What follows belongs to an exercise in optimizing a design on an open flow for small area, a short achievable clock period and few clock cycles per item; a production flow would make more cautious choices. Function was checked by simulation only, so behaviour that the tests miss may differ from the original. No activity file was given, so power comes from the tool's default toggle rates.

run A:
// page_table_translate_lru_fifo_core
module page_table_translate_lru_fifo_core #(
	parameter int MAX_ENTRIES = 16,
	parameter int ADDR_BITS   = 16
) (
	input  logic        clk,
	input  logic        arst_n,
	input  logic        push,
	output logic        full,
	input  logic [15:0] virtual_address,
	output logic        empty,
	input  logic        pop,
	output logic        fault,
	output logic [3:0]  frame,
	output logic [19:0] physical_address,
	input  logic        cfg_valid,
	output logic        cfg_ready,
	input  logic [1:0]  cfg_index,
	input  logic [15:0] cfg_data
);
	logic [15:0] ps_q;    
	logic [4:0]  n_q;     
	logic        pol_q;   
	logic [17:0] ps3_q;   
	assign cfg_ready = 1'b1;
	always_ff @(posedge clk or negedge arst_n) begin
		if (!arst_n) begin
			ps_q  <= 16'd256;
			n_q   <= 5'd16;
			pol_q <= 1'b0;
		end else if (cfg_valid) begin
			case (cfg_index)
				2'd0: ps_q <= (cfg_data == 16'd0) ? 16'd1 : cfg_data;
				2'd1: n_q <= (cfg_data[4:0] == 5'd0) ? 5'd1 :
				             (cfg_data[4] && (cfg_data[3:0] != 4'd0)) ? 5'd16 : cfg_data[4:0];
				2'd2: pol_q <= cfg_data[0];
				default: begin
				end
			endcase
		end
	end
	always_ff @(posedge clk) begin
		ps3_q <= {2'b00, ps_q} + {1'b0, ps_q, 1'b0};
	end
	logic [16:0] ps2;
	assign ps2 = {ps_q, 1'b0};
	logic adv;       
	logic hv_q, kv_q;
	assign adv   = !kv_q;
	assign full  = kv_q;
	assign empty = !hv_q;
	localparam logic [8:1] REGM = 8'b1111_1110;
	logic [15:0] xi [1:8], xs [1:8], xr [1:8];
	logic [15:0] qi [1:8], qs [1:8], qr [1:8];
	logic        vi [1:8], vr [1:8];
	genvar k;
	generate
		for (k = 1; k <= 8; k++) begin : g_div
			localparam int J = 16 - 2 * k;  
			localparam int W = 2 * k;       
			logic [W-1:0] t;
			logic [W:0]   d1, d2, d3;
			logic         c1, c2, c3;
			logic         z1, z2, z3;
			logic [W-1:0] nt;
			logic [1:0]   qb;
			logic [W-1:0] p3;   
			if (k == 1) begin : g_in
				assign xi[k] = virtual_address;
				assign qi[k] = 16'd0;
				assign vi[k] = push;
			end else if (REGM[k-1]) begin : g_reg
				assign xi[k] = xr[k-1];
				assign qi[k] = qr[k-1];
  ...
For scale: about 690 flip-flops.
export LEC_CHECK = 0
export ABC_CLOCK_PERIOD_IN_PS = 3500
export CAP_MARGIN = 20
export CORE_MARGIN = 2
export CORE_UTILIZATION = 55
export SETUP_SLACK_MARGIN = 3.2
export SLEW_MARGIN = 20
export TNS_END_PERCENT = 5
create_clock -name core_clock -period 6.5 [get_ports {clk}]
run.sh (not shown) runs the stock make flow with config.mk's settings and CLKGATE_MAP_FILE= SYNTH_SCRIPT=/design/flow/synth_recipe.tcl, a recipe that flattens the netlist after the stock synthesis.
Testbench counts of run A, summed over its fixed seeds: cycles 8,211, items 7,251.
diff inputs: run A => run B
Settings: putting CTS_CLUSTER_SIZE at 25 where nothing was set; putting CTS_CLUSTER_DIAMETER at 90 where nothing was set; swapping 3.2 for 2.7 in SETUP_SLACK_MARGIN; swapping 3500 for 4000 in ABC_CLOCK_PERIOD_IN_PS.
Findings:
Re number of clock buffers inserted by TritonCTS: run A was higher than run B.
Run B: number of cells on the critical path 3 above run A
Taking run A as the reference point, the share of power burned in the clock network of run B falls by 3.8 points.
Between run A and run B, the total negative slack for setup checks figures differ only marginally.
Relative to run A, part of the power in combinational logic increased by 0.8 points in run B.
Global-route wire length before repair delta (run B − run A): favourable
Cmp run B vs run A: total non-filler cell area in the finished layout lower in run B
Number of placed cells counting well taps delta (run B -> run A): insignificant
On run B: H-tree depth is 1 lower than what run A gave.
Global-route met1 utilization | run B below run A
### run B -> run C
Settings: CTS_CLUSTER_DIAMETER changed from 90 to 100; ABC_CLOCK_PERIOD_IN_PS changed from 4000 to 5000; CTS_CLUSTER_SIZE changed from 25 to 30.
Notes after the runs:
- In run C the switching share of power turned out 0.26 points higher than in run B.
- Run C went all the way through synthesis, placement and routing and the layout is clean on timing, DRC and antenna.
- Delta (run C minus run B): overall power of the completed layout lost 0.20 mW, maximum clock frequency decreased by 0.0030 GHz relative to the old numbers, peak per-stage delay on the critical path +0.14 ns.

port drivers added, routing unchanged:
Ports are ideal in the flow. The routed layouts listed here were re-timed in OpenROAD. Step 1 (the two cells are an assumption about what drives the block):
set clk [get_ports {clk}]
set_driving_cell -lib_cell sky130_fd_sc_hd__clkbuf_16 $clk
set_driving_cell -lib_cell sky130_fd_sc_hd__buf_2 [delete_from_list [all_inputs] $clk]
Step 2 moves the port delays by t, midway between the first and last clock arrival at a register: inputs arrive t later, outputs are due t later. That takes back most of the time a late clock gives input paths. Three values: ideal ports, drivers, drivers and shift; two values: the first two.
run | shift t [ns] | setup slack, ns | hold WS [ns] | worst data-port slew with drivers (ns) | pins driven straight from the clock port
run A | 0.697 | 2.633 / 2.633 / 2.160 | 0.402 / 0.402 / 0.402 | 0.11 | 1
run B | 0.671 | 2.637 / 2.653 / 2.008 | 0.413 / 0.413 / 0.413 | 0.10 | 1
run C | 0.730 | 2.592 / 2.592 / 1.952 | 0.415 / 0.415 / 0.415 | 0.11 | 1
After both steps setup and hold are still met in every run listed. The setup slack of run C, which loses most, moves by 0.000 ns with the drivers and by -0.640 ns with both steps.
